From an optimization exercise on the open Yosys and OpenROAD flow, aimed at small area, a short achievable clock period and few clock cycles; shortcuts taken in it are not production practice.
The RTL was checked by simulation tests, not by an equivalence proof against the original design.
Power is estimated from default activity; no workload was simulated.

File: design.v
`default_nettype none
package ipdc_pkg;
	localparam int unsigned IMG_DIM          = 8;
	localparam int unsigned WIN_DIM          = 4;
	localparam int unsigned IMG_PIXELS       = IMG_DIM * IMG_DIM;
	localparam int unsigned WIN_PIXELS       = WIN_DIM * WIN_DIM;
	localparam int unsigned MAX_ORIGIN_COORD = IMG_DIM - WIN_DIM;
	localparam int unsigned ZOOM_ORIGIN      = 2 * IMG_DIM + 2;
	localparam int unsigned CHROMA_OFFSET    = 1024;
	typedef logic [7:0] channel_t;
	typedef struct packed {
		channel_t b;
		channel_t g;
		channel_t r;
	} pixel_t;
	typedef logic [5:0] pix_addr_t;
	typedef logic [3:0] win_idx_t;
	typedef enum logic [2:0] {
		OP_LOAD    = 3'd0,
		OP_RIGHT   = 3'd1,
		OP_DOWN    = 3'd2,
		OP_DEFAULT = 3'd3,
		OP_ZOOM    = 3'd4,
		OP_MEDIAN  = 3'd5,
		OP_YCBCR   = 3'd6,
		OP_RGB     = 3'd7
	} op_mode_e;
endpackage
`default_nettype wire
`default_nettype none
module image_buffer (
	input  logic             i_clk,
	input  logic             i_wr0,       
	input  logic             i_wr32,      
	input  ipdc_pkg::pixel_t i_wr_data,
	input  logic [15:0]      i_sel,       
	output ipdc_pkg::pixel_t o_tap_data
);
	logic [23:0] ring [64];
	always_ff @(posedge i_clk) begin
		ring[0]  <= i_wr0  ? i_wr_data : ring[63];
		ring[32] <= i_wr32 ? i_wr_data : ring[31];
		for (int p = 1; p < 64; p++) begin
			if (p != 32) ring[p] <= ring[p-1];
		end
	end
	logic [23:0] tap_and [16];
	for (genvar k = 0; k < 16; k++) begin : g_tap
		assign tap_and[k] = ring[4*k+1] & {24{i_sel[k]}};
	end
	assign o_tap_data = tap_and[0] | tap_and[1] | tap_and[2] | tap_and[3]
		| tap_and[4] | tap_and[5] | tap_and[6] | tap_and[7]
		| tap_and[8] | tap_and[9] | tap_and[10] | tap_and[11]
		| tap_and[12] | tap_and[13] | tap_and[14] | tap_and[15];
endmodule
`default_nettype wire
`default_nettype none
module window_origin (
	input  logic [2:0] i_op,
	input  logic [2:0] i_row,
	input  logic [2:0] i_col,
	output logic [2:0] o_row,
	output logic [2:0] o_col
);
	always_comb begin
		o_row = i_row;
		o_col = i_col;
		case (i_op)
			3'd1: if (i_col != 3'd4) o_col = i_col + 3'd1;
			3'd2: if (i_row != 3'd4) o_row = i_row + 3'd1;
			3'd3: begin o_row = 3'd0; o_col = 3'd0; end
			3'd4: begin o_row = 3'd2; o_col = 3'd2; end
			default: ;
		endcase
	end
endmodule
`default_nettype wire
`default_nettype none
module op_ctrl (
	input  logic             i_clk,
	input  logic             i_rst_n,
	input  logic             i_op_valid,
	input  logic [2:0]       i_op_mode,
	input  logic             i_in_valid,
	input  ipdc_pkg::pixel_t i_in_data,
	output logic             o_in_ready,
	output logic             o_wr0,
	output logic             o_wr32,
	output ipdc_pkg::pixel_t o_wr_data,
	output logic             o_rd_valid,    
	output logic             o_rd_ycc,      
	output logic [15:0]      o_sel          
);
	logic        rdy;
	logic        nrdy;       
	logic        ld_act;
	logic        ld_go;
	logic        img_valid;
	logic [5:0]  pcnt;
	logic [5:0]  ph;
	logic [5:0]  u;          
	logic [5:0]  sd;         
	logic        pvlast;
	logic        xv;
	logic        yv;
	logic [2:0]  xm;
	logic [2:0]  ym;
	logic        xr;         
	logic        xd;         
	logic        xf;         
	logic        xz;         
	logic        xl;         
	logic        xc;         
	logic [2:0]  xm_n;
	logic        seq_act;
	logic [3:0]  n;
	logic [3:0]  tap;
	logic [15:0] sel;        
	logic        s1_v;
	logic        s1_pix;
	logic        s1_ycc;
	logic        ymode;
	logic [2:0]  org_r;
	logic [2:0]  org_c;
	logic        r_sat;      
	logic        c_sat;      
	logic        op_acc;
	logic        pix_acc;
	logic        enq;
	logic        p_last;
	logic [2:0]  nr;
	logic [2:0]  nc;
	logic        h_disp;
	logic        h_mode;
	logic        h_load;
	logic        aligned;
	logic [3:0]  tap0;
	logic        start;
	logic        pop;
	logic        w0;
	logic        at32;
	logic        xv_n;
	logic        yv_n;
	logic        ld_act_n;
	logic        ld_go_n;
	logic        pix_rdy;
	logic        safe0;
	logic [15:0] oh_u;
	logic [15:0] oh_ph;
	logic [15:0] sel0;
	logic        rdy_hold;
	logic        rdy_enq;
	logic        rdy_load;
	assign rdy     = ~nrdy;
	assign op_acc  = i_op_valid & rdy & ~ld_act;
	assign pix_acc = i_in_valid & rdy & ld_act;
	assign enq     = op_acc & (i_op_mode != 3'd5);    
	assign p_last  = pcnt == 6'd63;
	assign w0      = pix_acc & (pcnt == 6'd0);         
	assign at32    = (pcnt != 6'd0) & (sd == 6'd31);
	window_origin u_window_origin (
		.i_op  (xm),
		.i_row (org_r),
		.i_col (org_c),
		.o_row (nr),
		.o_col (nc)
	);
	assign h_disp = xr | xd | xf | xz;
	assign h_mode = xc;
	assign h_load = xl;
	assign aligned = (xr & (c_sat ? (u[1:0] == 2'd0) : (u[1:0] == 2'd1)))
		| (xd & (u[1:0] == 2'd0))
		| (xf & (ph[1:0] == 2'd0))
		| (xz & (ph[1:0] == 2'd2));
	always_comb begin
		tap0 = u[5:2];
		if (xd & ~r_sat) tap0 = u[5:2] - 4'd2;
		if (xf)          tap0 = ph[5:2];
		if (xz)          tap0 = {ph[5:4] - 2'd1, ph[3:2]};
	end
	for (genvar k = 0; k < 16; k++) begin : g_sel0
		assign oh_u[k]  = u[5:2] == 4'(k);
		assign oh_ph[k] = ph[5:2] == 4'(k);
		assign sel0[k]  = ((xr | (xd & r_sat)) & oh_u[k])
			| ((xd & ~r_sat) & oh_u[(k + 2) % 16])
			| (xf & oh_ph[k])
			| (xz & oh_ph[(k + 4) % 16]);
	end
	assign start = xv & ~seq_act & aligned;
	assign pop   = start | (xv & h_load) | (xv & ~seq_act & h_mode);
	assign xm_n = pop ? (yv ? ym : i_op_mode) : (xv ? xm : i_op_mode);
	assign xv_n = pop ? (yv | enq) : (xv | enq);
	assign yv_n = pop ? (yv & enq) : (yv | (xv & enq));
	assign ld_act_n = ld_act ? ~(pix_acc & p_last) : (op_acc & (i_op_mode == 3'd0));
	assign ld_go_n  = ld_act_n & (ld_go | (pop & h_load));
	logic [5:0] pc;         
	logic [1:0] sc;
	logic [1:0] sq;
	logic [3:0] fail;
	assign sc = n[3:2];
	assign sq = n[1:0];
	assign pc = (sq == 2'd0) ? {4'(tap - 4'd1), 2'b01} : {tap, 2'b01};
	assign fail[0] = pc < 6'(2'd3 - sq);
	assign fail[1] = (sc <= 2'd2) & (pc >= 6'd4)  & (pc < 6'd11 - 6'(sq));
	assign fail[2] = (sc <= 2'd1) & (pc >= 6'd8)  & (pc < 6'd19 - 6'(sq));
	assign fail[3] = (sc == 2'd0) & (pc >= 6'd12) & (pc < 6'd27 - 6'(sq));
	assign safe0   = ~seq_act | (fail == 4'd0);
	always_comb begin
		if (!(ld_go | (pop & h_load))) begin
			pix_rdy = 1'b0;
		end else if (pcnt == 6'd0) begin
			pix_rdy = safe0;
		end else begin
			pix_rdy = ~seq_act & (sd[4:0] == 5'd30);
		end
	end
	assign rdy_hold = pop | ~yv;                        
	assign rdy_enq  = ~(pop ? yv : (yv | xv));           
	assign rdy_load = ld_act ? (pix_acc | pix_rdy)
		: (op_acc ? ((i_op_mode == 3'd0) ? 1'b0 : (i_op_mode == 3'd5) ? rdy_hold : rdy_enq)
			: rdy_hold);
	always_ff @(posedge i_clk or negedge i_rst_n) begin
		if (!i_rst_n) begin
			nrdy      <= 1'b0;
			ld_act    <= 1'b0;
			ld_go     <= 1'b0;
			img_valid <= 1'b0;
			pcnt      <= '0;
			ph        <= '0;
			u         <= '0;
			pvlast    <= 1'b0;
			xv        <= 1'b0;
			yv        <= 1'b0;
			r_sat     <= 1'b0;
			c_sat     <= 1'b0;
			seq_act   <= 1'b0;
			s1_v      <= 1'b0;
			ymode     <= 1'b0;
			org_r     <= '0;
			org_c     <= '0;
		end else begin
			nrdy      <= ~rdy_load;
			ld_act    <= ld_act_n;
			ld_go     <= ld_go_n;
			img_valid <= img_valid | pvlast;
			pcnt      <= pcnt + 6'(pix_acc);
			ph        <= w0 ? 6'd0 : ph + 6'd1;
			if (w0) begin
				u <= 6'd0 - {org_r, org_c};
			end else if (start) begin
				u <= {tap0, 2'b01};
			end else begin
				u <= u + 6'd1;
			end
			pvlast    <= pix_acc & p_last;
			xv        <= xv_n;
			yv        <= yv_n;
			if (start) begin
				seq_act <= 1'b1;
				r_sat   <= nr == 3'd4;
				c_sat   <= nc == 3'd4;
				s1_v    <= 1'b1;
				org_r   <= nr;
				org_c   <= nc;
			end else if (seq_act) begin
				s1_v    <= 1'b1;
				if (n == 4'd15) seq_act <= 1'b0;
			end else if (pop && h_mode) begin
				s1_v    <= 1'b1;
				ymode   <= ~xm[0];
			end else if (pvlast) begin
				s1_v    <= 1'b1;
			end else begin
				s1_v    <= 1'b0;
			end
		end
	end
	always_ff @(posedge i_clk) begin
		if (w0) begin
			sd <= 6'd63;
		end else if (!pix_acc) begin
			sd <= sd + 6'd1;
		end
		xm <= xm_n;
		if (pop | ~xv) begin
			xr <= xm_n == 3'd1;
			xd <= xm_n == 3'd2;
			xf <= xm_n == 3'd3;
			xz <= xm_n == 3'd4;
			xl <= xm_n == 3'd0;
			xc <= xm_n[2] & xm_n[1];
		end
		ym <= (yv & ~pop) ? ym : i_op_mode;
		if (start) begin
			n      <= 4'd1;
			tap    <= tap0;
			sel    <= img_valid ? sel0 : 16'd0;
			s1_pix <= 1'b1;
			s1_ycc <= ymode;
		end else if (seq_act) begin
			n      <= n + 4'd1;
			if (n[1:0] == 2'd0) begin
				tap <= tap - 4'd1;
				sel <= {sel[0], sel[15:1]};
			end
		end else begin
			s1_pix <= 1'b0;
			sel    <= '0;
		end
	end
	assign o_in_ready  = rdy;
	assign o_wr0       = pix_acc & ~at32;
	assign o_wr32      = pix_acc & at32;
	assign o_wr_data   = i_in_data;
	assign o_rd_valid  = s1_v;
	assign o_rd_ycc    = s1_ycc & s1_pix;
	assign o_sel       = sel;
endmodule
`default_nettype wire
`default_nettype none
module color_output (
	input  logic             i_clk,
	input  logic             i_rst_n,
	input  logic             i_valid,
	input  logic             i_ycc,      
	input  ipdc_pkg::pixel_t i_pixel,
	output logic             o_out_valid,
	output ipdc_pkg::pixel_t o_out_data
);
	logic [7:0] r;
	logic [7:0] g;
	logic [7:0] b;
	logic [7:0] rn;
	logic [7:0] gn;
	logic [7:0] bn;
	logic [8:0] y_a;
	logic [8:0] y_b;
	logic       y_c;
	logic [8:0] s3_y_a;
	logic [8:0] s3_y_b;
	logic       s3_y_c;
	logic [8:0] y_s;
	logic [8:0] cb_a;
	logic [8:0] cb_b;
	logic       cb_c;
	logic [8:0] s3_cb_a;
	logic [8:0] s3_cb_b;
	logic       s3_cb_c;
	logic [8:0] cb_s;
	logic [8:0] cr_a;
	logic [8:0] cr_b;
	logic       cr_c;
	logic [8:0] s3_cr_a;
	logic [8:0] s3_cr_b;
	logic       s3_cr_c;
	logic [8:0] cr_s;
	logic t1;
	logic t2;
	logic t3;
	logic t4;
	logic t5;
	logic t6;
	logic t7;
	logic t8;
	logic t9;
	logic t10;
	logic t11;
	logic t12;
	logic t13;
	logic t14;
	logic t15;
	logic t16;
	logic t17;
	logic t18;
	logic t19;
	logic t20;
	logic t21;
	logic t22;
	logic t23;
	logic t24;
	logic t25;
	logic t26;
	logic t27;
	logic t28;
	logic t29;
	logic t30;
	logic t31;
	logic t32;
	logic t33;
	logic t34;
	logic t35;
	logic t36;
	logic t37;
	logic t38;
	logic t39;
	logic t40;
	logic t41;
	logic t42;
	logic t43;
	logic t44;
	logic t45;
	logic t46;
	logic t47;
	logic t48;
	logic t49;
	logic t50;
	logic t51;
	logic t52;
	logic t53;
	logic t54;
	logic t55;
	logic t56;
	logic t57;
	logic t58;
	logic t59;
	logic t60;
	logic t61;
	logic t62;
	logic t63;
	logic t64;
	logic t65;
	logic t66;
	logic t67;
	logic t68;
	logic t69;
	logic t70;
	logic t71;
	logic t72;
	logic t73;
	logic t74;
	logic t75;
	logic t76;
	logic t77;
	logic t78;
	logic t79;
	logic t80;
	logic t81;
	logic t82;
	logic t83;
	logic t84;
	logic t85;
	logic t86;
	logic t87;
	logic t88;
	logic t89;
	logic t90;
	logic t91;
	logic t92;
	logic t93;
	logic t94;
	logic t95;
	logic t96;
	logic t97;
	logic t98;
	logic t99;
	logic t100;
	logic t101;
	logic t102;
	logic t103;
	logic t104;
	logic t105;
	logic t106;
	logic t107;
	logic t108;
	logic t109;
	logic t110;
	logic t111;
	logic t112;
	logic t113;
	logic t114;
	logic t115;
	logic t116;
	logic t117;
	logic t118;
	logic t119;
	logic t120;
	logic t121;
	logic t122;
	logic t123;
	logic t124;
	logic t125;
	logic t126;
	logic t127;
	logic t128;
	logic t129;
	logic t130;
	logic t131;
	logic t132;
	logic t133;
	logic t134;
	logic t135;
	logic t136;
	logic t137;
	logic t138;
	logic t139;
	logic t140;
	logic t141;
	logic t142;
	logic t143;
	logic t144;
	logic t145;
	logic t146;
	logic t147;
	logic t148;
	logic t149;
	logic t150;
	logic t151;
	logic t152;
	logic t153;
	logic t154;
	logic t155;
	logic t156;
	logic t157;
	logic t158;
	logic t159;
	logic t160;
	logic t161;
	logic t162;
	logic t163;
	logic t164;
	logic t165;
	logic t166;
	logic t167;
	logic t168;
	logic t169;
	logic t170;
	logic t171;
	logic t172;
	logic t173;
	logic t174;
	logic t175;
	logic t176;
	logic t177;
	logic t178;
	logic t179;
	logic t180;
	logic t181;
	logic t182;
	logic t183;
	logic t184;
	logic t185;
	logic t186;
	logic t187;
	logic t188;
	logic t189;
	logic t190;
	logic t191;
	logic t192;
	logic t193;
	logic t194;
	logic t195;
	logic t196;
	logic t197;
	logic t198;
	logic t199;
	logic t200;
	logic t201;
	logic t202;
	logic t203;
	logic t204;
	logic t205;
	logic t206;
	logic t207;
	logic t208;
	logic t209;
	logic t210;
	logic t211;
	logic t212;
	logic t213;
	logic t214;
	logic t215;
	logic t216;
	logic t217;
	logic t218;
	logic t219;
	logic t220;
	logic t221;
	logic t222;
	logic t223;
	logic t224;
	logic t225;
	logic t226;
	logic t227;
	logic t228;
	logic t229;
	logic t230;
	logic t231;
	logic t232;
	logic t233;
	logic t234;
	logic t235;
	logic t236;
	logic t237;
	logic t238;
	logic t239;
	logic t240;
	logic t241;
	logic t242;
	logic t243;
	logic t244;
	logic t245;
	logic t246;
	logic t247;
	logic t248;
	logic t249;
	logic t250;
	logic t251;
	logic t252;
	logic t253;
	logic t254;
	logic t255;
	logic t256;
	logic t257;
	logic t258;
	logic t259;
	logic t260;
	logic t261;
	logic t262;
	logic t263;
	logic t264;
	logic t265;
	logic t266;
	logic t267;
	logic t268;
	logic t269;
	logic t270;
	logic t271;
	logic t272;
	logic t273;
	logic t274;
	logic t275;
	logic t276;
	logic t277;
	logic t278;
	logic t279;
	logic t280;
	logic t281;
	logic t282;
	logic t283;
	logic t284;
	logic t285;
	logic t286;
	logic t287;
	logic t288;
	logic t289;
	logic t290;
	logic t291;
	logic t292;
	logic t293;
	logic t294;
	logic t295;
	logic t296;
	logic t297;
	logic t298;
	logic t299;
	logic t300;
	logic t301;
	logic t302;
	logic t303;
	logic t304;
	logic t305;
	logic t306;
	logic t307;
	logic t308;
	logic t309;
	logic t310;
	logic t311;
	logic t312;
	logic t313;
	logic t314;
	logic t315;
	logic t316;
	logic t317;
	logic t318;
	logic t319;
	logic t320;
	logic t321;
	logic t322;
	logic t323;
	logic t324;
	logic t325;
	logic t326;
	logic t327;
	logic t328;
	logic t329;
	logic t330;
	logic t331;
	logic t332;
	logic t333;
	assign r  = i_pixel[7:0];
	assign g  = i_pixel[15:8];
	assign b  = i_pixel[23:16];
	assign rn = ~r;
	assign gn = ~g;
	assign bn = ~b;
	always_comb begin
		t1 = r[1] ^ g[0];
		t2 = r[1] & g[0];
		t3 = r[2] ^ g[1];
		t4 = r[2] & g[1];
		t5 = r[3] ^ g[2];
		t6 = r[3] & g[2];
		t7 = r[4] ^ g[3];
		t8 = r[4] & g[3];
		t9 = r[5] ^ g[4];
		t10 = r[5] & g[4];
		t11 = r[6] ^ g[5];
		t12 = r[6] & g[5];
		t13 = t1 ^ g[2];
		t14 = t1 & g[2];
		t15 = t2 ^ t3 ^ g[3];
		t16 = (t2 & t3) | (t2 & g[3]) | (t3 & g[3]);
		t17 = t4 ^ t5 ^ g[4];
		t18 = (t4 & t5) | (t4 & g[4]) | (t5 & g[4]);
		t19 = t6 ^ t7 ^ g[5];
		t20 = (t6 & t7) | (t6 & g[5]) | (t7 & g[5]);
		t21 = t8 ^ t9 ^ g[6];
		t22 = (t8 & t9) | (t8 & g[6]) | (t9 & g[6]);
		t23 = t10 ^ t11 ^ g[7];
		t24 = (t10 & t11) | (t10 & g[7]) | (t11 & g[7]);
		t25 = t12 ^ r[7] ^ g[6];
		t26 = (t12 & r[7]) | (t12 & g[6]) | (r[7] & g[6]);
		t27 = r[0] & g[1];
		t28 = r[0] ^ g[1];
		t29 = t13 & 1'b1;
		t30 = t13 ^ 1'b1;
		t31 = t28 & g[0];
		t32 = t29 | (t30 & t27);
		t33 = t30 & t28;
		y_a = {1'b0, 1'b0, t26, t24, t22, t20, t18, t16, t14};
		y_b = {1'b0, 1'b0, g[7], t25, t23, t21, t19, t17, t15};
		y_c = t32;
		t34 = b[0] ^ rn[2];
		t35 = b[0] & rn[2];
		t36 = b[1] ^ rn[3];
		t37 = b[1] & rn[3];
		t38 = b[2] ^ rn[4];
		t39 = b[2] & rn[4];
		t40 = b[3] ^ rn[5];
		t41 = b[3] & rn[5];
		t42 = b[4] ^ rn[6];
		t43 = b[4] & rn[6];
		t44 = b[5] ^ rn[7];
		t45 = b[5] & rn[7];
		t46 = b[6] ^ gn[7];
		t47 = b[6] & gn[7];
		t48 = rn[1] ^ gn[0];
		t49 = rn[1] & gn[0];
		t50 = ~(t34 ^ gn[1]);
		t51 = t34 | gn[1];
		t52 = t35 ^ t36 ^ gn[2];
		t53 = (t35 & t36) | (t35 & gn[2]) | (t36 & gn[2]);
		t54 = t37 ^ t38 ^ gn[3];
		t55 = (t37 & t38) | (t37 & gn[3]) | (t38 & gn[3]);
		t56 = t39 ^ t40 ^ gn[4];
		t57 = (t39 & t40) | (t39 & gn[4]) | (t40 & gn[4]);
		t58 = t41 ^ t42 ^ gn[5];
		t59 = (t41 & t42) | (t41 & gn[5]) | (t42 & gn[5]);
		t60 = t43 ^ t44 ^ gn[6];
		t61 = (t43 & t44) | (t43 & gn[6]) | (t44 & gn[6]);
		t62 = ~(t45 ^ t46);
		t63 = t45 | t46;
		t64 = t47 ^ b[7];
		t65 = t47 & b[7];
		t66 = rn[0] & 1'b1;
		t67 = rn[0] ^ 1'b1;
		t68 = t48 & 1'b1;
		t69 = t48 ^ 1'b1;
		t70 = t49 & t50;
		t71 = t49 ^ t50;
		t72 = t68 | (t69 & t66);
		t73 = t69 & t67;
		t74 = t70 | (t71 & t68);
		t75 = t71 & t69;
		t76 = t74 | (t75 & t66);
		cb_a = {1'b0, t65, t63, t61, t59, t57, t55, t53, t51};
		cb_b = {1'b0, 1'b0, t64, t62, t60, t58, t56, t54, t52};
		cb_c = t76;
		t77 = r[1] ^ gn[2];
		t78 = r[1] & gn[2];
		t79 = r[2] ^ gn[3];
		t80 = r[2] & gn[3];
		t81 = r[3] ^ gn[4];
		t82 = r[3] & gn[4];
		t83 = r[4] ^ gn[5];
		t84 = r[4] & gn[5];
		t85 = r[5] ^ gn[6];
		t86 = r[5] & gn[6];
		t87 = r[0] ^ gn[1];
		t88 = r[0] & gn[1];
		t89 = t77 ^ gn[3] ^ bn[3];
		t90 = (t77 & gn[3]) | (t77 & bn[3]) | (gn[3] & bn[3]);
		t91 = t78 ^ t79 ^ gn[4];
		t92 = (t78 & t79) | (t78 & gn[4]) | (t79 & gn[4]);
		t93 = t80 ^ t81 ^ gn[5];
		t94 = (t80 & t81) | (t80 & gn[5]) | (t81 & gn[5]);
		t95 = t82 ^ t83 ^ gn[6];
		t96 = (t82 & t83) | (t82 & gn[6]) | (t83 & gn[6]);
		t97 = t84 ^ t85 ^ gn[7];
		t98 = (t84 & t85) | (t84 & gn[7]) | (t85 & gn[7]);
		t99 = t86 ^ r[6];
		t100 = t86 & r[6];
		t101 = gn[0] ^ gn[1];
		t102 = gn[0] & gn[1];
		t103 = t87 ^ gn[2] ^ bn[2];
		t104 = (t87 & gn[2]) | (t87 & bn[2]) | (gn[2] & bn[2]);
		t105 = ~(t88 ^ t89);
		t106 = t88 | t89;
		t107 = t90 ^ t91 ^ bn[4];
		t108 = (t90 & t91) | (t90 & bn[4]) | (t91 & bn[4]);
		t109 = t92 ^ t93 ^ bn[5];
		t110 = (t92 & t93) | (t92 & bn[5]) | (t93 & bn[5]);
		t111 = t94 ^ t95 ^ bn[6];
		t112 = (t94 & t95) | (t94 & bn[6]) | (t95 & bn[6]);
		t113 = t96 ^ t97 ^ bn[7];
		t114 = (t96 & t97) | (t96 & bn[7]) | (t97 & bn[7]);
		t115 = t98 ^ t99 ^ gn[7];
		t116 = (t98 & t99) | (t98 & gn[7]) | (t99 & gn[7]);
		t117 = t100 ^ r[7];
		t118 = t100 & r[7];
		t119 = gn[0] & bn[0];
		t120 = gn[0] ^ bn[0];
		t121 = t101 & bn[1];
		t122 = t101 ^ bn[1];
		t123 = t102 & t103;
		t124 = t102 ^ t103;
		t125 = t121 | (t122 & t119);
		t126 = t122 & t120;
		t127 = t123 | (t124 & t121);
		t128 = t124 & t122;
		t129 = t127 | (t128 & t119);
		cr_a = {1'b0, t118, t116, t114, t112, t110, t108, t106, t104};
		cr_b = {1'b0, 1'b0, t117, t115, t113, t111, t109, t107, t105};
		cr_c = t129;
	end
	logic s3_v;
	always_ff @(posedge i_clk or negedge i_rst_n) begin
		if (!i_rst_n) begin
			s3_v        <= 1'b0;
			o_out_valid <= 1'b0;
		end else begin
			s3_v        <= i_valid;
			o_out_valid <= s3_v;
		end
	end
	always_ff @(posedge i_clk) begin
		s3_y_a <= i_ycc ? y_a : {1'b0, r};
		s3_y_b <= i_ycc ? y_b : 9'd0;
		s3_y_c <= i_ycc & y_c;
		s3_cb_a <= i_ycc ? cb_a : {1'b0, g};
		s3_cb_b <= i_ycc ? cb_b : 9'd0;
		s3_cb_c <= i_ycc & cb_c;
		s3_cr_a <= i_ycc ? cr_a : {1'b0, b};
		s3_cr_b <= i_ycc ? cr_b : 9'd0;
		s3_cr_c <= i_ycc & cr_c;
	end
	always_comb begin
		t130 = s3_y_a[0] & s3_y_b[0];
		t131 = s3_y_a[0] ^ s3_y_b[0];
		t132 = s3_y_a[1] & s3_y_b[1];
		t133 = s3_y_a[1] ^ s3_y_b[1];
		t134 = s3_y_a[2] & s3_y_b[2];
		t135 = s3_y_a[2] ^ s3_y_b[2];
		t136 = s3_y_a[3] & s3_y_b[3];
		t137 = s3_y_a[3] ^ s3_y_b[3];
		t138 = s3_y_a[4] & s3_y_b[4];
		t139 = s3_y_a[4] ^ s3_y_b[4];
		t140 = s3_y_a[5] & s3_y_b[5];
		t141 = s3_y_a[5] ^ s3_y_b[5];
		t142 = s3_y_a[6] & s3_y_b[6];
		t143 = s3_y_a[6] ^ s3_y_b[6];
		t144 = s3_y_a[7] & s3_y_b[7];
		t145 = s3_y_a[7] ^ s3_y_b[7];
		t146 = s3_y_a[8] & s3_y_b[8];
		t147 = s3_y_a[8] ^ s3_y_b[8];
		t148 = t130 | (t131 & s3_y_c);
		t149 = t132 | (t133 & t130);
		t150 = t133 & t131;
		t151 = t134 | (t135 & t132);
		t152 = t135 & t133;
		t153 = t136 | (t137 & t134);
		t154 = t137 & t135;
		t155 = t138 | (t139 & t136);
		t156 = t139 & t137;
		t157 = t140 | (t141 & t138);
		t158 = t141 & t139;
		t159 = t142 | (t143 & t140);
		t160 = t143 & t141;
		t161 = t144 | (t145 & t142);
		t162 = t145 & t143;
		t163 = t146 | (t147 & t144);
		t164 = t147 & t145;
		t165 = t149 | (t150 & s3_y_c);
		t166 = t151 | (t152 & t148);
		t167 = t153 | (t154 & t149);
		t168 = t154 & t150;
		t169 = t155 | (t156 & t151);
		t170 = t156 & t152;
		t171 = t157 | (t158 & t153);
		t172 = t158 & t154;
		t173 = t159 | (t160 & t155);
		t174 = t160 & t156;
		t175 = t161 | (t162 & t157);
		t176 = t162 & t158;
		t177 = t163 | (t164 & t159);
		t178 = t164 & t160;
		t179 = t167 | (t168 & s3_y_c);
		t180 = t169 | (t170 & t148);
		t181 = t171 | (t172 & t165);
		t182 = t173 | (t174 & t166);
		t183 = t175 | (t176 & t167);
		t184 = t176 & t168;
		t185 = t177 | (t178 & t169);
		t186 = t178 & t170;
		t187 = t183 | (t184 & s3_y_c);
		t188 = t185 | (t186 & t148);
		t189 = t131 ^ s3_y_c;
		t190 = t133 ^ t148;
		t191 = t135 ^ t165;
		t192 = t137 ^ t166;
		t193 = t139 ^ t179;
		t194 = t141 ^ t180;
		t195 = t143 ^ t181;
		t196 = t145 ^ t182;
		t197 = t147 ^ t187;
		y_s = {t197, t196, t195, t194, t193, t192, t191, t190, t189};
		t198 = s3_cb_a[0] & s3_cb_b[0];
		t199 = s3_cb_a[0] ^ s3_cb_b[0];
		t200 = s3_cb_a[1] & s3_cb_b[1];
		t201 = s3_cb_a[1] ^ s3_cb_b[1];
		t202 = s3_cb_a[2] & s3_cb_b[2];
		t203 = s3_cb_a[2] ^ s3_cb_b[2];
		t204 = s3_cb_a[3] & s3_cb_b[3];
		t205 = s3_cb_a[3] ^ s3_cb_b[3];
		t206 = s3_cb_a[4] & s3_cb_b[4];
		t207 = s3_cb_a[4] ^ s3_cb_b[4];
		t208 = s3_cb_a[5] & s3_cb_b[5];
		t209 = s3_cb_a[5] ^ s3_cb_b[5];
		t210 = s3_cb_a[6] & s3_cb_b[6];
		t211 = s3_cb_a[6] ^ s3_cb_b[6];
		t212 = s3_cb_a[7] & s3_cb_b[7];
		t213 = s3_cb_a[7] ^ s3_cb_b[7];
		t214 = s3_cb_a[8] & s3_cb_b[8];
		t215 = s3_cb_a[8] ^ s3_cb_b[8];
		t216 = t198 | (t199 & s3_cb_c);
		t217 = t200 | (t201 & t198);
		t218 = t201 & t199;
		t219 = t202 | (t203 & t200);
		t220 = t203 & t201;
		t221 = t204 | (t205 & t202);
		t222 = t205 & t203;
		t223 = t206 | (t207 & t204);
		t224 = t207 & t205;
		t225 = t208 | (t209 & t206);
		t226 = t209 & t207;
		t227 = t210 | (t211 & t208);
		t228 = t211 & t209;
		t229 = t212 | (t213 & t210);
		t230 = t213 & t211;
		t231 = t214 | (t215 & t212);
		t232 = t215 & t213;
		t233 = t217 | (t218 & s3_cb_c);
		t234 = t219 | (t220 & t216);
		t235 = t221 | (t222 & t217);
		t236 = t222 & t218;
		t237 = t223 | (t224 & t219);
		t238 = t224 & t220;
		t239 = t225 | (t226 & t221);
		t240 = t226 & t222;
		t241 = t227 | (t228 & t223);
		t242 = t228 & t224;
		t243 = t229 | (t230 & t225);
		t244 = t230 & t226;
		t245 = t231 | (t232 & t227);
		t246 = t232 & t228;
		t247 = t235 | (t236 & s3_cb_c);
		t248 = t237 | (t238 & t216);
		t249 = t239 | (t240 & t233);
		t250 = t241 | (t242 & t234);
		t251 = t243 | (t244 & t235);
		t252 = t244 & t236;
		t253 = t245 | (t246 & t237);
		t254 = t246 & t238;
		t255 = t251 | (t252 & s3_cb_c);
		t256 = t253 | (t254 & t216);
		t257 = t199 ^ s3_cb_c;
		t258 = t201 ^ t216;
		t259 = t203 ^ t233;
		t260 = t205 ^ t234;
		t261 = t207 ^ t247;
		t262 = t209 ^ t248;
		t263 = t211 ^ t249;
		t264 = t213 ^ t250;
		t265 = t215 ^ t255;
		cb_s = {t265, t264, t263, t262, t261, t260, t259, t258, t257};
		t266 = s3_cr_a[0] & s3_cr_b[0];
		t267 = s3_cr_a[0] ^ s3_cr_b[0];
		t268 = s3_cr_a[1] & s3_cr_b[1];
		t269 = s3_cr_a[1] ^ s3_cr_b[1];
		t270 = s3_cr_a[2] & s3_cr_b[2];
		t271 = s3_cr_a[2] ^ s3_cr_b[2];
		t272 = s3_cr_a[3] & s3_cr_b[3];
		t273 = s3_cr_a[3] ^ s3_cr_b[3];
		t274 = s3_cr_a[4] & s3_cr_b[4];
		t275 = s3_cr_a[4] ^ s3_cr_b[4];
		t276 = s3_cr_a[5] & s3_cr_b[5];
		t277 = s3_cr_a[5] ^ s3_cr_b[5];
		t278 = s3_cr_a[6] & s3_cr_b[6];
		t279 = s3_cr_a[6] ^ s3_cr_b[6];
		t280 = s3_cr_a[7] & s3_cr_b[7];
		t281 = s3_cr_a[7] ^ s3_cr_b[7];
		t282 = s3_cr_a[8] & s3_cr_b[8];
		t283 = s3_cr_a[8] ^ s3_cr_b[8];
		t284 = t266 | (t267 & s3_cr_c);
		t285 = t268 | (t269 & t266);
		t286 = t269 & t267;
		t287 = t270 | (t271 & t268);
		t288 = t271 & t269;
		t289 = t272 | (t273 & t270);
		t290 = t273 & t271;
		t291 = t274 | (t275 & t272);
		t292 = t275 & t273;
		t293 = t276 | (t277 & t274);
		t294 = t277 & t275;
		t295 = t278 | (t279 & t276);
		t296 = t279 & t277;
		t297 = t280 | (t281 & t278);
		t298 = t281 & t279;
		t299 = t282 | (t283 & t280);
		t300 = t283 & t281;
		t301 = t285 | (t286 & s3_cr_c);
		t302 = t287 | (t288 & t284);
		t303 = t289 | (t290 & t285);
		t304 = t290 & t286;
		t305 = t291 | (t292 & t287);
		t306 = t292 & t288;
		t307 = t293 | (t294 & t289);
		t308 = t294 & t290;
		t309 = t295 | (t296 & t291);
		t310 = t296 & t292;
		t311 = t297 | (t298 & t293);
		t312 = t298 & t294;
		t313 = t299 | (t300 & t295);
		t314 = t300 & t296;
		t315 = t303 | (t304 & s3_cr_c);
		t316 = t305 | (t306 & t284);
		t317 = t307 | (t308 & t301);
		t318 = t309 | (t310 & t302);
		t319 = t311 | (t312 & t303);
		t320 = t312 & t304;
		t321 = t313 | (t314 & t305);
		t322 = t314 & t306;
		t323 = t319 | (t320 & s3_cr_c);
		t324 = t321 | (t322 & t284);
		t325 = t267 ^ s3_cr_c;
		t326 = t269 ^ t284;
		t327 = t271 ^ t301;
		t328 = t273 ^ t302;
		t329 = t275 ^ t315;
		t330 = t277 ^ t316;
		t331 = t279 ^ t317;
		t332 = t281 ^ t318;
		t333 = t283 ^ t323;
		cr_s = {t333, t332, t331, t330, t329, t328, t327, t326, t325};
	end
	always_ff @(posedge i_clk) begin
		o_out_data[7:0]   <= y_s[8]  ? 8'hff : y_s[7:0];
		o_out_data[15:8]  <= cb_s[8] ? 8'hff : cb_s[7:0];
		o_out_data[23:16] <= cr_s[8] ? 8'hff : cr_s[7:0];
	end
endmodule
`default_nettype wire
`default_nettype none
module ipdc_top (
	input  logic             i_clk,
	input  logic             i_rst_n,
	input  logic             i_op_valid,
	input  logic [2:0]       i_op_mode,
	input  logic             i_in_valid,
	input  ipdc_pkg::pixel_t i_in_data,
	output logic             o_in_ready,
	output logic             o_out_valid,
	output ipdc_pkg::pixel_t o_out_data
);
	logic             wr0;
	logic             wr32;
	ipdc_pkg::pixel_t wr_data;
	logic             rd_valid;
	logic             rd_ycc;
	logic [15:0]      sel;
	ipdc_pkg::pixel_t tap_data;
	logic             s2_v;
	logic             s2_ycc;
	ipdc_pkg::pixel_t s2_d;
	op_ctrl u_op_ctrl (
		.i_clk       (i_clk),
		.i_rst_n     (i_rst_n),
		.i_op_valid  (i_op_valid),
		.i_op_mode   (i_op_mode),
		.i_in_valid  (i_in_valid),
		.i_in_data   (i_in_data),
		.o_in_ready  (o_in_ready),
		.o_wr0       (wr0),
		.o_wr32      (wr32),
		.o_wr_data   (wr_data),
		.o_rd_valid  (rd_valid),
		.o_rd_ycc    (rd_ycc),
		.o_sel       (sel)
	);
	image_buffer u_image_buffer (
		.i_clk      (i_clk),
		.i_wr0      (wr0),
		.i_wr32     (wr32),
		.i_wr_data  (wr_data),
		.i_sel      (sel),
		.o_tap_data (tap_data)
	);
	always_ff @(posedge i_clk or negedge i_rst_n) begin
		if (!i_rst_n) begin
			s2_v   <= 1'b0;
			s2_ycc <= 1'b0;
		end else begin
			s2_v   <= rd_valid;
			s2_ycc <= rd_ycc;
		end
	end
	always_ff @(posedge i_clk) begin
		s2_d <= tap_data;
	end
	color_output u_color_output (
		.i_clk       (i_clk),
		.i_rst_n     (i_rst_n),
		.i_valid     (s2_v),
		.i_ycc       (s2_ycc),
		.i_pixel     (s2_d),
		.o_out_valid (o_out_valid),
		.o_out_data  (o_out_data)
	);
endmodule
`default_nettype wire
File: run.sh
#!/bin/bash
# synth_recipe.tcl (not shown) runs the flow's synth.tcl, then flattens the netlist and writes it again
# the make line also repeats each setting of config.mk as NAME=value (left out here)
make -C /OpenROAD-flow-scripts/flow DESIGN_CONFIG=/design/flow/config.mk WORK_HOME=/design/flow/orfs CLKGATE_MAP_FILE= SYNTH_SCRIPT=/design/flow/synth_recipe.tcl finish
File: config.mk
export PLATFORM = sky130hd
export DESIGN_NAME = ipdc_top
export DESIGN_NICKNAME = ipdc_top
export VERILOG_FILES = /design/flow/design.v
export SDC_FILE = /design/flow/constraint.sdc
export NUM_CORES = 4
export LEC_CHECK = 0
export CAP_MARGIN = 20
export CORE_MARGIN = 2
export CORE_UTILIZATION = 60
export CTS_BUF_LIST = sky130_fd_sc_hd__clkbuf_16
export CTS_CLUSTER_DIAMETER = 50
export CTS_CLUSTER_SIZE = 30
export PLACE_DENSITY = 0.7
export SETUP_SLACK_MARGIN = 3.4
export SLEW_MARGIN = 20
File: constraint.sdc
create_clock -name core_clock -period 5.5 [get_ports {i_clk}]
set_input_delay 1.1000 -clock core_clock [delete_from_list [all_inputs] [get_ports {i_clk}]]
set_output_delay 1.1000 -clock core_clock [all_outputs]
set_load 0.01 [all_outputs]
==> impl_metrics.py, run 1 <==
metrics = {
    "worst_setup_path": {
        "crit_path_end_kind": "primary output",
        "cp.arrival_ns": 1.20,
        "critical_path_class": "flip-flop to primary output",
        "cp_max_fo": 3,
        "worstPathRequired_ns": 4.40,
        "worstSetupStartpointType": "flip-flop",
    },
    "cells_and_area": {
        "layout.cell_area.non_filler_um2": 48600,
        "syn_to_layout_area_delta_pct": 14.8,
        "insertedDiodeCount": 0,
        "final_nets": 3048,
        "layout-drive-gt1-share_pct": 13.6,
    },
    "route": {
        "drt_drc_violations_left": 0,
        "drt_pass_1_iters": 5,
        "detailroute.via_count": 20200,
        "drt-vias-per-instance": 5.11,
        "routedWlPerCell_um": 19.7,
        "routed_wire_length_mm": 77.8,
        "detail_route.iter0.violations": 1216,
        "route.antenna.remaining_nets": 0,
    },
    "hold_path": {
        "hold_path_class": "flip-flop to flip-flop",
    },
    "logic_synthesis": {
        "synth-seq-cells": 1716,
        "synth_seq_area_share_pct": 82.3,
        "netlist_instances": 2767,
        "synth_simple_gate_area_share_pct": 3.49,
        "mappedNetlistArea_um2": 42400,
        "yosys.area.top_type": "sky130_fd_sc_hd__dfxtp_1",
        "synth-async-reset-ratio_pct": 2.33,
        "synth_top_cells_by_area": "sky130_fd_sc_hd__dfxtp_1, sky130_fd_sc_hd__dfrtp_1, sky130_fd_sc_hd__ha_1",
        "synth-adder-area-share_pct": 3.46,
        "synth.top_cell.area_share_pct": 77.8,
        "synth_common_cells": "sky130_fd_sc_hd__dfxtp_1, sky130_fd_sc_hd__a22o_1, sky130_fd_sc_hd__a221oi_1, sky130_fd_sc_hd__nand2_1, sky130_fd_sc_hd__inv_1",
        "synth_top_family_by_area": "compound AO/OA/AOI/OAI gates",
        "post_synth.cell_area_avg_um2": 15.3,
        "most_used_dff_post_synth": "sky130_fd_sc_hd__dfxtp_1",
        "ys.warnings.count": 7,
        "synth_compound_area_share_pct": 6.77,
        "fraction_of_synthesized_area_in_multiplexers_pct": 1.72,
        "yosys.area_share.xor_xnor_pct": 0.744,
        "synth.lib_cells_used.distinct": 62,
        "synth-edff-count": 30,
        "post-synth-top-count-cell": "sky130_fd_sc_hd__dfxtp_1",
        "synth_nets": 2900,
    },
    "clocking": {
        "clk_path_buf_depth": 3,
        "cts.clk_slew.worst_paths_ns": 0.10,
        "cts.sinks": 1716,
        "clk_latency_ns": 0.67,
        "hold_buffers": 0,
        "clockRootBuffer": "sky130_fd_sc_hd__clkbuf_16",
        "clock_tree_from_tritoncts": "yes",
        "cts_buffers": 103,
        "cts.htree.levels": 3,
    },
    "timing": {
        "layout_min_cycle_time_ns": 2.30,
        "fin_skew_ns": 0.0299,
        "report.final.slew_viol_count": 0,
        "worst-slew-pin-transition_ns": 0.960,
        "hold_viol_final": 0,
        "slew_headroom_pct": 36.0,
        "final_min_period_over_clock_period_pct": 41.8,
        "setup-tns-final_ns": 0,
        "fmaxAchievable_mhz": 435,
        "grt_setup_unrepaired": "true",
        "setup_viol": 0,
    },
    "power_and_ir_drop": {
        "part_of_the_total_power_dissipated_in_combinational_logic_pct": 15.3,
        "p_int_uw": 19400,
        "power_leakage_uw": 0.0197,
        "worst_vdd_rail_ir_drop_uv": 355,
        "clockPowerShare_pct": 32.0,
        "power.density_nw_per_um2": 563,
        "switchingPower_uw": 8040,
        "power.sequential.fraction_pct": 52.8,
        "power.switching_fraction_pct": 29.4,
        "fin_total_pwr_uw": 27400,
    },
    "global_route": {
        "grt_pass1_wl_mm": 119,
        "grt_remaining_overflow": 0,
        "antenna_found_initial": 3,
        "total_global_routing_track_utilization_pct": 21.2,
        "first_global_vias": 20500,
        "grt_max_degree": 66,
    },
    "placed_design": {
        "gp_congestion": 0.849,
        "dpl_cell_area_um2": 44000,
        "portBuffers": 56,
        "post-dp-hpwl_mm": 45.0,
    },
    "floorplanning": {
        "initial_core_util_pct": 60.6,
        "die_area_um2": 72700,
        "pin_count": 57,
        "die-height_um": 270,
        "floorplan.core_area_um2": 69900,
        "row_count": 97,
        "die_width_um": 270,
    },
    "outcome": {
        "run_status": "finished clean",
    },
    "run": {
        "cap_viol_max_count": 0,
    },
}
-- through the flow --
| step | utilization [%] | hold WS, ns | worst slack, ns | instances |
|---|---|---|---|---|
| 3_5_place_dp | 63.0 | 0.312 | 2.10 | 3701 |
| 3_3_place_gp | 63.0 | 0.310 | 2.11 | 3701 |
| 5_1_grt | 69.6 | 0.316 | 3.13 | 3944 |
| 6_report | 69.6 | 0.308 | 3.20 | 3944 |
| 4_1_cts | 69.0 | 0.317 | 3.12 | 3929 |
| 2_1_floorplan | - | 0.310 | 3.12 | 2767 |
-- cell usage in the layout (no fill, tap or decap), types with 16 or more instances in the layout --
master / Yosys / final
sky130_fd_sc_hd__nand3_1: 24 / 22
sky130_fd_sc_hd__o21ai_0: 57 / 34
sky130_fd_sc_hd__clkbuf_16: 0 / 107
sky130_fd_sc_hd__xnor2_1: 17 / 17
sky130_fd_sc_hd__ha_1: 77 / 71
sky130_fd_sc_hd__clkdlybuf4s50_1: 0 / 28
sky130_fd_sc_hd__buf_2: 4 / 20
sky130_fd_sc_hd__a22o_1: 101 / 101
sky130_fd_sc_hd__buf_4: 0 / 56
sky130_fd_sc_hd__edfxtp_1: 30 / 30
sky130_fd_sc_hd__xor2_1: 19 / 19
sky130_fd_sc_hd__nor2b_1: 33 / 31
sky130_fd_sc_hd__nand4_1: 27 / 27
sky130_fd_sc_hd__nor2_1: 67 / 63
sky130_fd_sc_hd__inv_1: 86 / 81
sky130_fd_sc_hd__a221oi_1: 97 / 97
sky130_fd_sc_hd__inv_6: 0 / 16
sky130_fd_sc_hd__dfrtp_1: 40 / 36
sky130_fd_sc_hd__nand2_1: 91 / 88
sky130_fd_sc_hd__mux2_2: 46 / 32
sky130_fd_sc_hd__a21oi_1: 43 / 41
sky130_fd_sc_hd__fa_1: 25 / 25
sky130_fd_sc_hd__mux2_4: 0 / 20
sky130_fd_sc_hd__dfxtp_1: 1646 / 1636
-- registers in the layout (all words and copies together) (netlist names), 8 cells and up --
| name | count |
|---|---|
| u_color_output.o_out_data | 24 |
| u_image_buffer.ring | 1536 |
| s2_d | 24 |
| u_op_ctrl.sel | 16 |
| u_color_output.s3_y_a | 8 |
| u_color_output.s3_cr_a | 8 |
| u_color_output.s3_cb_a | 8 |
-- critical path, cell delays in order, from the launching register on --
cell,delay (ns)
sky130_fd_sc_hd__dfrtp_1,0.38
sky130_fd_sc_hd__inv_2,0.08
sky130_fd_sc_hd__buf_6,0.10
-- area by class of cell --
cell class              instances  area [um2]
flip-flops and latches       1716       34900
well taps                     940        1180
inverters                      88         339
clock buffers                 107        2680
multi-input cells             882        7260
clock inverters                87        1220
repair buffers                124        1090
fillers                      4527       21300
-- logic make-up after synthesis --
kind of cell    after synthesis
compound gates              374
flops                      1716
buf+inv                     170
simple gates                303
xor+xnor                     36
fa+ha+maj                   102
mux                          66
-- worst paths after layout --
path                                          endpoint  slack [ns]                   startpoint  depth (start not counted)
max                                         o_in_ready        3.20               u_op_ctrl.nrdy                          2
min                        u_image_buffer.ring[17][23]        0.31  u_image_buffer.ring[16][23]                          0
max reg2reg                               u_op_ctrl.xz        3.34               u_op_ctrl.u[0]                          8
min reg2reg                u_image_buffer.ring[17][23]        0.31  u_image_buffer.ring[16][23]                          0
max in group asynchronous           u_op_ctrl.org_c[0]        4.25                      i_rst_n                          1
min in group asynchronous              u_op_ctrl.ph[4]        0.57                      i_rst_n                          1
-- power groups by stage --
stage / clock, uW / sequential (uW) / combinational (uW)
floorplan: 0 / 14300 / 2440
global placement: 0 / 14800 / 3520
detailed placement: 0 / 14900 / 3660
CTS: 8900 / 14500 / 3930
global route: 9360 / 14600 / 4580
finish: 8770 / 14500 / 4180
-- per-layer routing --
layer / GRT usage [%] / up-vias / share of wire [%]
met5: 0 / - / 0
met4: 6.32 / 0 / 2.4
met3: 2.86 / 131 / 3.5
met2: 34.8 / 434 / 47
met1: 29.7 / 9938 / 47
li1: - / 9659 / -
-- timing repair --
| item | in CTS | in global routing |
|---|---|---|
| gates resized for setup | 137 | 89 |
| buffers inserted | 32 | 14 |
| endpoints found under the setup margin | 150 | 103 |
| cloned | 2 | 1 |
| endpoints found under the hold margin | 0 | 0 |
| pin swaps | 11 | 20 |
Testbench counts, summed over its fixed seeds: cycles 6,749.
==> run 2: changes to the inputs <==
--- a/config.mk
+++ b/config.mk
@@ -10,6 +10,6 @@
 export CORE_UTILIZATION = 60
 export CTS_BUF_LIST = sky130_fd_sc_hd__clkbuf_16
-export CTS_CLUSTER_DIAMETER = 50
-export CTS_CLUSTER_SIZE = 30
+export CTS_CLUSTER_DIAMETER = 60
+export CTS_CLUSTER_SIZE = 36
 export PLACE_DENSITY = 0.7
 export SETUP_SLACK_MARGIN = 3.4
==> impl_metrics.py, run 2 <==
metrics = {
    "logic_synthesis": {
        "synth.lib_cells_used.distinct": 62,
        "synth-seq-cells": 1716,
        "most_used_dff_post_synth": "sky130_fd_sc_hd__dfxtp_1",
        "synth.top_cell.area_share_pct": 77.8,
        "mappedNetlistArea_um2": 42400,
        "post_synth.cell_area_avg_um2": 15.3,
        "synth-async-reset-ratio_pct": 2.33,
        "ys.warnings.count": 7,
        "synth_common_cells": "sky130_fd_sc_hd__dfxtp_1, sky130_fd_sc_hd__a22o_1, sky130_fd_sc_hd__a221oi_1, sky130_fd_sc_hd__nand2_1, sky130_fd_sc_hd__inv_1",
        "synth-edff-count": 30,
        "synth_nets": 2900,
        "netlist_instances": 2767,
        "synth_top_cells_by_area": "sky130_fd_sc_hd__dfxtp_1, sky130_fd_sc_hd__dfrtp_1, sky130_fd_sc_hd__ha_1",
        "post-synth-top-count-cell": "sky130_fd_sc_hd__dfxtp_1",
        "synth_seq_area_share_pct": 82.3,
        "yosys.area.top_type": "sky130_fd_sc_hd__dfxtp_1",
    },
    "run": {
        "cap_viol_max_count": 0,
    },
    "hold_path": {
        "hold_path_class": "flip-flop to flip-flop",
        "min-delay-start": "u_image_buffer.ring[4][21]",
        "hold-path-endpoint": "u_image_buffer.ring[5][21]",
        "min_path_cells": 0,
    },
    "worst_setup_path": {
        "crit_path_leading_delay_family": "flip-flops",
        "cp.arrival_ns": 1.20,
        "slowest_stage": "sky130_fd_sc_hd__dfrtp_1",
        "worstRegToRegCells": 9,
        "r2r-end": "u_op_ctrl.xz",
        "worstPathRequired_ns": 4.40,
        "crit_path_max_incr_delay_ns": 0.39,
        "cp_max_fo": 3,
        "rr_startpoint": "u_op_ctrl.u[1]",
        "crit_path_end_kind": "primary output",
        "crit_buf_inv": 2,
        "worstSetupStartpointType": "flip-flop",
        "ff2ff_setup_slack_ns": 3.22,
        "critical_path_class": "flip-flop to primary output",
        "timing.critical_path.cells": "inv_2 -> buf_6",
    },
    "cells_and_area": {
        "fin_util_pct": 67.7,
        "layout_commonest_cell": "sky130_fd_sc_hd__dfxtp_1",
        "insertedDiodeCount": 0,
        "n_fill_cell": 4747,
        "layout-drive-gt1-share_pct": 12.1,
        "largest_register_ffs": 1536,
        "syn_to_layout_area_delta_pct": 11.8,
        "final_nets": 3024,
        "layout.cell_area.non_filler_um2": 47300,
        "final-seq-area_um2": 34900,
        "largest_reg_by_ff_count": "u_image_buffer.ring",
        "final_cell_mix": "sky130_fd_sc_hd__dfxtp_1, sky130_fd_sc_hd__a22o_1, sky130_fd_sc_hd__a221oi_1, sky130_fd_sc_hd__nand2_1, sky130_fd_sc_hd__inv_1",
        "layout_top_registers": "u_image_buffer.ring x1536, s2_d x24, u_color_output.o_out_data x24",
        "multi_input_area_um2": 7330,
    },
    "route": {
        "drt_pass_1_iters": 6,
        "routed_wire_length_mm": 77.1,
        "route.antenna.remaining_nets": 0,
        "drt_drc_violations_left": 0,
        "drt-vias-per-instance": 5.15,
        "detailroute.via_count": 19900,
        "routedWlPerCell_um": 19.9,
        "detail_route.iter0.violations": 1297,
    },
    "floorplanning": {
        "floorplan.core_area_um2": 69900,
        "die_area_um2": 72700,
        "pin_count": 57,
        "die_width_um": 270,
        "row_count": 97,
        "initial_core_util_pct": 60.6,
        "die-height_um": 270,
    },
    "clocking": {
        "clock_tree_from_tritoncts": "yes",
        "cts.sinks": 1716,
        "cts.clk_slew.worst_paths_ns": 0.12,
        "clk_path_buf_depth": 3,
        "cts_buffers": 68,
        "clockRootBuffer": "sky130_fd_sc_hd__clkbuf_16",
        "clk_latency_ns": 0.65,
        "cts.htree.levels": 3,
    },
    "placed_design": {
        "place_ws_ns": 2.10,
        "dpl_cell_area_um2": 44000,
        "post-dp-hpwl_mm": 45.0,
        "portBuffers": 56,
        "gp_congestion": 0.849,
    },
    "power_and_ir_drop": {
        "switchingPower_uw": 7410,
        "clockPowerShare_pct": 25.9,
        "power.switching_fraction_pct": 29.2,
        "p_int_uw": 18000,
        "power.density_nw_per_um2": 536,
        "power_leakage_uw": 0.0191,
        "part_of_the_total_power_dissipated_in_combinational_logic_pct": 17.1,
        "worst_vdd_rail_ir_drop_uv": 306,
        "power.sequential.fraction_pct": 57.0,
    },
    "timing": {
        "grt_setup_unrepaired": "true",
        "report.final.slew_viol_count": 0,
        "layout_min_cycle_time_ns": 2.30,
        "setup_viol": 0,
        "fmaxAchievable_mhz": 435,
        "final_worst_slack_ns": 3.20,
        "setup-tns-final_ns": 0,
        "hold_ws_ns": 0.312,
        "hold_viol_final": 0,
        "final_min_period_over_clock_period_pct": 41.8,
        "fin_skew_ns": 0.0478,
        "slew_headroom_pct": 35.6,
        "worst-slew-pin-transition_ns": 0.966,
    },
    "global_route": {
        "grt_busiest_layer": "met2",
        "first_global_vias": 19900,
        "grt_remaining_overflow": 0,
        "grt_pass1_wl_mm": 116,
        "grt_use_met2_pct": 33.3,
        "grt_max_degree": 66,
        "grt_use_met1_pct": 30.0,
        "total_global_routing_track_utilization_pct": 20.8,
        "antenna_found_initial": 2,
        "globalRouteMet3Util_pct": 2.90,
    },
    "outcome": {
        "run_status": "finished clean",
    },
}
-- run 2: cell types whose count changed in the layout (fill, tap and decap cells not counted), sizes merged, moves of 2 or more --
cell	delta
clkinv	-18
buf	+12
clkbuf	-34
clkinvlp	-2
inv	-27
bufinv	-4
-- run 2: power groups by stage --
stage          Clock, uW  Combinational [uW]  Sequential (uW)
3_3_place_gp           0                3520            14800
4_1_cts             6660                3960            14500
3_5_place_dp           0                3660            14900
5_1_grt             7110                4740            14600
2_1_floorplan          0                2440            14300
6_report            6560                4350            14500
-- run 2: worst max-delay path by stage --
stage / start / end / slack (ns) / cells past startpoint
after floorplan: i_in_valid / u_image_buffer.ring[32][10] / 3.12 / 6
after global placement: i_in_valid / u_image_buffer.ring[0][17] / 2.11 / 6
after detailed placement: i_in_valid / u_image_buffer.ring[0][16] / 2.10 / 6
after CTS: u_op_ctrl.nrdy / o_in_ready / 3.14 / 2
after global routing: u_op_ctrl.u[1] / u_op_ctrl.xz / 3.08 / 9
final: u_op_ctrl.nrdy / o_in_ready / 3.20 / 2
-- run 2: final cells by class --
class,instances,share of cell area [%]
Clock inverter,36,1.19
Timing Repair Buffer,135,2.59
Multi-Input combinational cell,882,15.5
Sequential cell,1716,73.7
Clock buffer,73,3.86
Tap cell,940,2.48
Inverter,88,0.724
-- run 2: what timing repair did --
item | CTS | global route
pin swaps | 12 | 35
hold buffers | 0 | 0
cloned | 2 | 1
endpoints found under the setup margin | 155 | 101
buffers inserted | 28 | 29
gates resized for setup | 147 | 114
-- run 2: cells by family (layout without fill, tap and decap cells) --
family | after synthesis | after routing | synth area share [%]
DFF | 1716 | 1716 | 82.3
buffers and inverters | 170 | 332 | 1.54
and+or+nand+nor | 303 | 304 | 3.49
xor gates and xnor gates | 36 | 36 | 0.744
AOI/OAI and AO/OA | 374 | 374 | 6.77
adders and majority gates | 102 | 102 | 3.46
muxes | 66 | 66 | 1.72
-- run 2: per-layer routing --
| metal | vias up | share of wire (%) |
|---|---|---|
| met5 | - | 0.016 |
| met3 | 128 | 4.5 |
| met1 | 9783 | 48 |
| met4 | 2 | 2.2 |
| met2 | 476 | 46 |
| li1 | 9532 | - |
-- run 2: worst reg2reg max path: cells and delay by family, from the launching register on --
family                   cells  cell delay [ns]
flip-flops                   1             0.41
AO/OA/AOI/OAI                2             0.65
AND/OR/NAND/NOR              3             0.64
adder cells (fa/ha/maj)      1             0.17
buffers and inverters        2             0.19
multiplexers                 1             0.08
-- run 2: through the flow --
| step | power (uW) | instances |
|---|---|---|
| floorplan | 16700 | 2767 |
| global placement | 18300 | 3701 |
| detailed placement | 18500 | 3701 |
| CTS | 25100 | 3840 |
| global route | 26400 | 3870 |
| finish | 25400 | 3870 |
==> run 3: changes to the inputs <==
--- a/config.mk
+++ b/config.mk
@@ -10,7 +10,7 @@
 export CORE_UTILIZATION = 60
 export CTS_BUF_LIST = sky130_fd_sc_hd__clkbuf_16
-export CTS_CLUSTER_DIAMETER = 60
-export CTS_CLUSTER_SIZE = 36
+export CTS_CLUSTER_DIAMETER = 50
+export CTS_CLUSTER_SIZE = 30
 export PLACE_DENSITY = 0.7
-export SETUP_SLACK_MARGIN = 3.4
+export SETUP_SLACK_MARGIN = 3.2
 export SLEW_MARGIN = 20
==> impl_metrics.py, run 3 <==
metrics = {
    "logic_synthesis": {
        "netlist_instances": 2767,
        "mappedNetlistArea_um2": 42400,
        "synth_common_cells": "sky130_fd_sc_hd__dfxtp_1, sky130_fd_sc_hd__a22o_1, sky130_fd_sc_hd__a221oi_1, sky130_fd_sc_hd__nand2_1, sky130_fd_sc_hd__inv_1",
        "yosys.area.top_type": "sky130_fd_sc_hd__dfxtp_1",
        "synth-async-reset-ratio_pct": 2.33,
        "synth-edff-count": 30,
        "post_synth.cell_area_avg_um2": 15.3,
        "most_used_dff_post_synth": "sky130_fd_sc_hd__dfxtp_1",
        "synth.lib_cells_used.distinct": 62,
        "synth.top_cell.area_share_pct": 77.8,
        "post-synth-top-count-cell": "sky130_fd_sc_hd__dfxtp_1",
        "synth-seq-cells": 1716,
        "synth_seq_area_share_pct": 82.3,
        "ys.warnings.count": 7,
        "synth_nets": 2900,
        "synth_top_cells_by_area": "sky130_fd_sc_hd__dfxtp_1, sky130_fd_sc_hd__dfrtp_1, sky130_fd_sc_hd__ha_1",
    },
    "clocking": {
        "cts.clk_slew.worst_paths_ns": 0.10,
        "clk_latency_ns": 0.68,
        "clk_path_buf_depth": 3,
        "clock_tree_from_tritoncts": "yes",
        "cts_buffers": 104,
        "cts.htree.levels": 3,
        "cts.sinks": 1716,
        "clockRootBuffer": "sky130_fd_sc_hd__clkbuf_16",
    },
    "floorplanning": {
        "floorplan.core_area_um2": 69900,
        "die_area_um2": 72700,
        "row_count": 97,
        "die_width_um": 270,
        "pin_count": 57,
        "initial_core_util_pct": 60.6,
        "die-height_um": 270,
    },
    "route": {
        "route.antenna.remaining_nets": 0,
        "drt_pass_1_iters": 6,
        "detailroute.via_count": 20000,
        "drt_drc_violations_left": 0,
        "routedWlPerCell_um": 19.8,
        "drt-vias-per-instance": 5.10,
        "routed_wire_length_mm": 77.4,
        "detail_route.iter0.violations": 1295,
    },
    "timing": {
        "grt_setup_unrepaired": "true",
        "slew_headroom_pct": 29.3,
        "report.final.slew_viol_count": 0,
        "hold_viol_final": 0,
        "setup-tns-final_ns": 0,
        "fmaxAchievable_mhz": 436,
        "final_min_period_over_clock_period_pct": 41.7,
        "setup_viol": 0,
        "layout_min_cycle_time_ns": 2.29,
        "final_worst_slack_ns": 3.21,
        "fin_skew_ns": 0.0406,
        "worst-slew-pin-transition_ns": 1.06,
    },
    "power_and_ir_drop": {
        "power_leakage_uw": 0.0196,
        "worst_vdd_rail_ir_drop_uv": 351,
        "fin_total_pwr_uw": 27100,
        "power.density_nw_per_um2": 564,
    },
    "outcome": {
        "run_status": "finished clean",
    },
    "cells_and_area": {
        "final_cell_mix": "sky130_fd_sc_hd__dfxtp_1, sky130_fd_sc_hd__clkbuf_16, sky130_fd_sc_hd__a22o_1, sky130_fd_sc_hd__a221oi_1, sky130_fd_sc_hd__nand2_1",
        "n_fill_cell": 4665,
        "layout-drive-gt1-share_pct": 11.2,
        "largest_reg_by_ff_count": "u_image_buffer.ring",
        "insertedDiodeCount": 0,
        "final-seq-area_um2": 34900,
        "final_nets": 3021,
        "multi_input_area_um2": 6960,
        "largest_register_ffs": 1536,
        "layout.cell_area.non_filler_um2": 48000,
        "syn_to_layout_area_delta_pct": 13.4,
        "layout_commonest_cell": "sky130_fd_sc_hd__dfxtp_1",
        "layout_top_registers": "u_image_buffer.ring x1536, s2_d x24, u_color_output.o_out_data x24",
    },
    "worst_setup_path": {
        "worstRegToRegCells": 9,
        "worstSetupStartpointType": "flip-flop",
        "cp-endpoint": "o_in_ready",
        "cp.arrival_ns": 1.19,
        "worstPathRequired_ns": 4.40,
        "crit_path_end_kind": "primary output",
        "ff2ff_setup_slack_ns": 3.23,
        "critPathLaunch": "u_op_ctrl.nrdy",
        "r2r-end": "u_op_ctrl.xz",
        "cp_max_fo": 2,
        "rr_startpoint": "u_op_ctrl.u[1]",
        "critical_path_class": "flip-flop to primary output",
    },
    "run": {
        "cap_viol_max_count": 0,
    },
    "global_route": {
        "total_global_routing_track_utilization_pct": 21.3,
        "grt_use_met1_pct": 31.3,
        "grt_remaining_overflow": 0,
        "grt_pass1_wl_mm": 119,
        "first_global_vias": 20400,
        "grt_busiest_layer": "met2",
        "antenna_found_initial": 1,
        "globalRouteMet3Util_pct": 3.38,
        "grt_use_met2_pct": 32.9,
        "grt_max_degree": 66,
    },
    "hold_path": {
        "min-delay-start": "u_image_buffer.ring[12][0]",
        "hold_path_class": "flip-flop to flip-flop",
    },
    "placed_design": {
        "dpl_cell_area_um2": 43900,
        "place_ws_ns": 2.07,
        "portBuffers": 56,
        "gp_congestion": 0.831,
        "post-dp-hpwl_mm": 45.1,
    },
}
==> run 3: cell counts after synthesis <==
No cell type changed its count.
==> run 3: through the flow <==
step | hold slack [ns] | instances | utilization (%)
after floorplan | 0.310 | 2767 | -
after global placement | 0.310 | 3698 | 62.8
after detailed placement | 0.312 | 3698 | 62.8
after CTS | 0.307 | 3900 | 68.4
after global routing | 0.312 | 3916 | 68.7
final | 0.306 | 3916 | 68.7
==> run 3: worst min-delay path by stage <==
| stage | endpoint | depth (start not counted) | slack [ns] |
|---|---|---|---|
| 2_1_floorplan | u_image_buffer.ring[11][0] | 0 | 0.31 |
| 3_3_place_gp | u_image_buffer.ring[29][23] | 0 | 0.31 |
| 3_5_place_dp | u_image_buffer.ring[15][20] | 0 | 0.31 |
| 4_1_cts | u_image_buffer.ring[59][2] | 0 | 0.31 |
| 5_1_grt | u_image_buffer.ring[13][0] | 0 | 0.31 |
| 6_report | u_image_buffer.ring[13][0] | 0 | 0.31 |
==> run 3: repair_timing <==
item | CTS | global route
pin swaps | 3 | 7
endpoints found under the setup margin | 118 | 72
resized for setup | 117 | 18
hold buffers | 0 | 0
cloned | 1 | 1
buffers inserted | 7 | 15
==> run 3: final cells by class <==
class | instances | share of cell area (%)
flip-flops and latches | 1716 | 72.6
multi-input cells | 881 | 14.5
repair buffers | 97 | 1.67
inverters | 88 | 0.706
clock buffers | 106 | 5.52
clock inverters | 88 | 2.62
well taps | 940 | 2.45
==> run 3: cells by family after synthesis <==
logic type	Yosys count	synth area share (%)
XOR/XNOR	36	0.744
multiplexers	66	1.72
flip-flops	1716	82.3
adder cells (fa/ha/maj)	102	3.46
buffers and inverters	170	1.54
AND/OR/NAND/NOR	303	3.49
AO/OA/AOI/OAI	374	6.77
==> run 3: worst max-delay path, stage by stage, from the launching register on <==
cell                      delay, ns
sky130_fd_sc_hd__dfrtp_1       0.38
sky130_fd_sc_hd__inv_2         0.07
sky130_fd_sc_hd__buf_6         0.10
==> run 3: power breakdown <==
part	leakage [uW]	internal (uW)	switching (uW)
Clock	0.00190	4110	4680
Combinational	0.00356	1320	2280
Sequential	0.0141	13600	1090
==> run 3: routing by layer <==
| layer | wire length (um) | share of wire [%] | vias to the layer above |
|---|---|---|---|
| met5 | 0 | 0 | - |
| met4 | 1490 | 1.9 | 0 |
| met3 | 3390 | 4.4 | 109 |
| met2 | 34900 | 45 | 440 |
| met1 | 37600 | 49 | 9843 |
| li1 | - | - | 9590 |

separate check: timing with driven ports:
How much do the figures lean on ideal ports? The routed layouts below were timed once more, with nothing changed but the port constraints.
Step 1 assumes that a clkbuf_16 drives the clock port and a buf_2 every other input.
Step 2 also shifts input and output timing later by t, the mid clock arrival at the registers, as if the neighbouring blocks saw the same clock.
a / b / c = ideal / step 1 / step 2; a / b = the first two.
| run | t (ns) | setup WS [ns] | worst register clock-pin slew, ns |
|---|---|---|---|
| run 1 | 0.718 | 3.199 / 3.134 / 2.765 | 0.10 / 0.10 |
| run 2 | 0.697 | 3.202 / 3.134 / 2.731 | 0.12 / 0.12 |
| run 3 | 0.727 | 3.209 / 3.144 / 2.753 | 0.10 / 0.10 |
After both steps setup and hold are still met in every run listed. The setup slack of run 2, which loses most, moves by -0.068 ns with the drivers and by -0.471 ns with both steps.
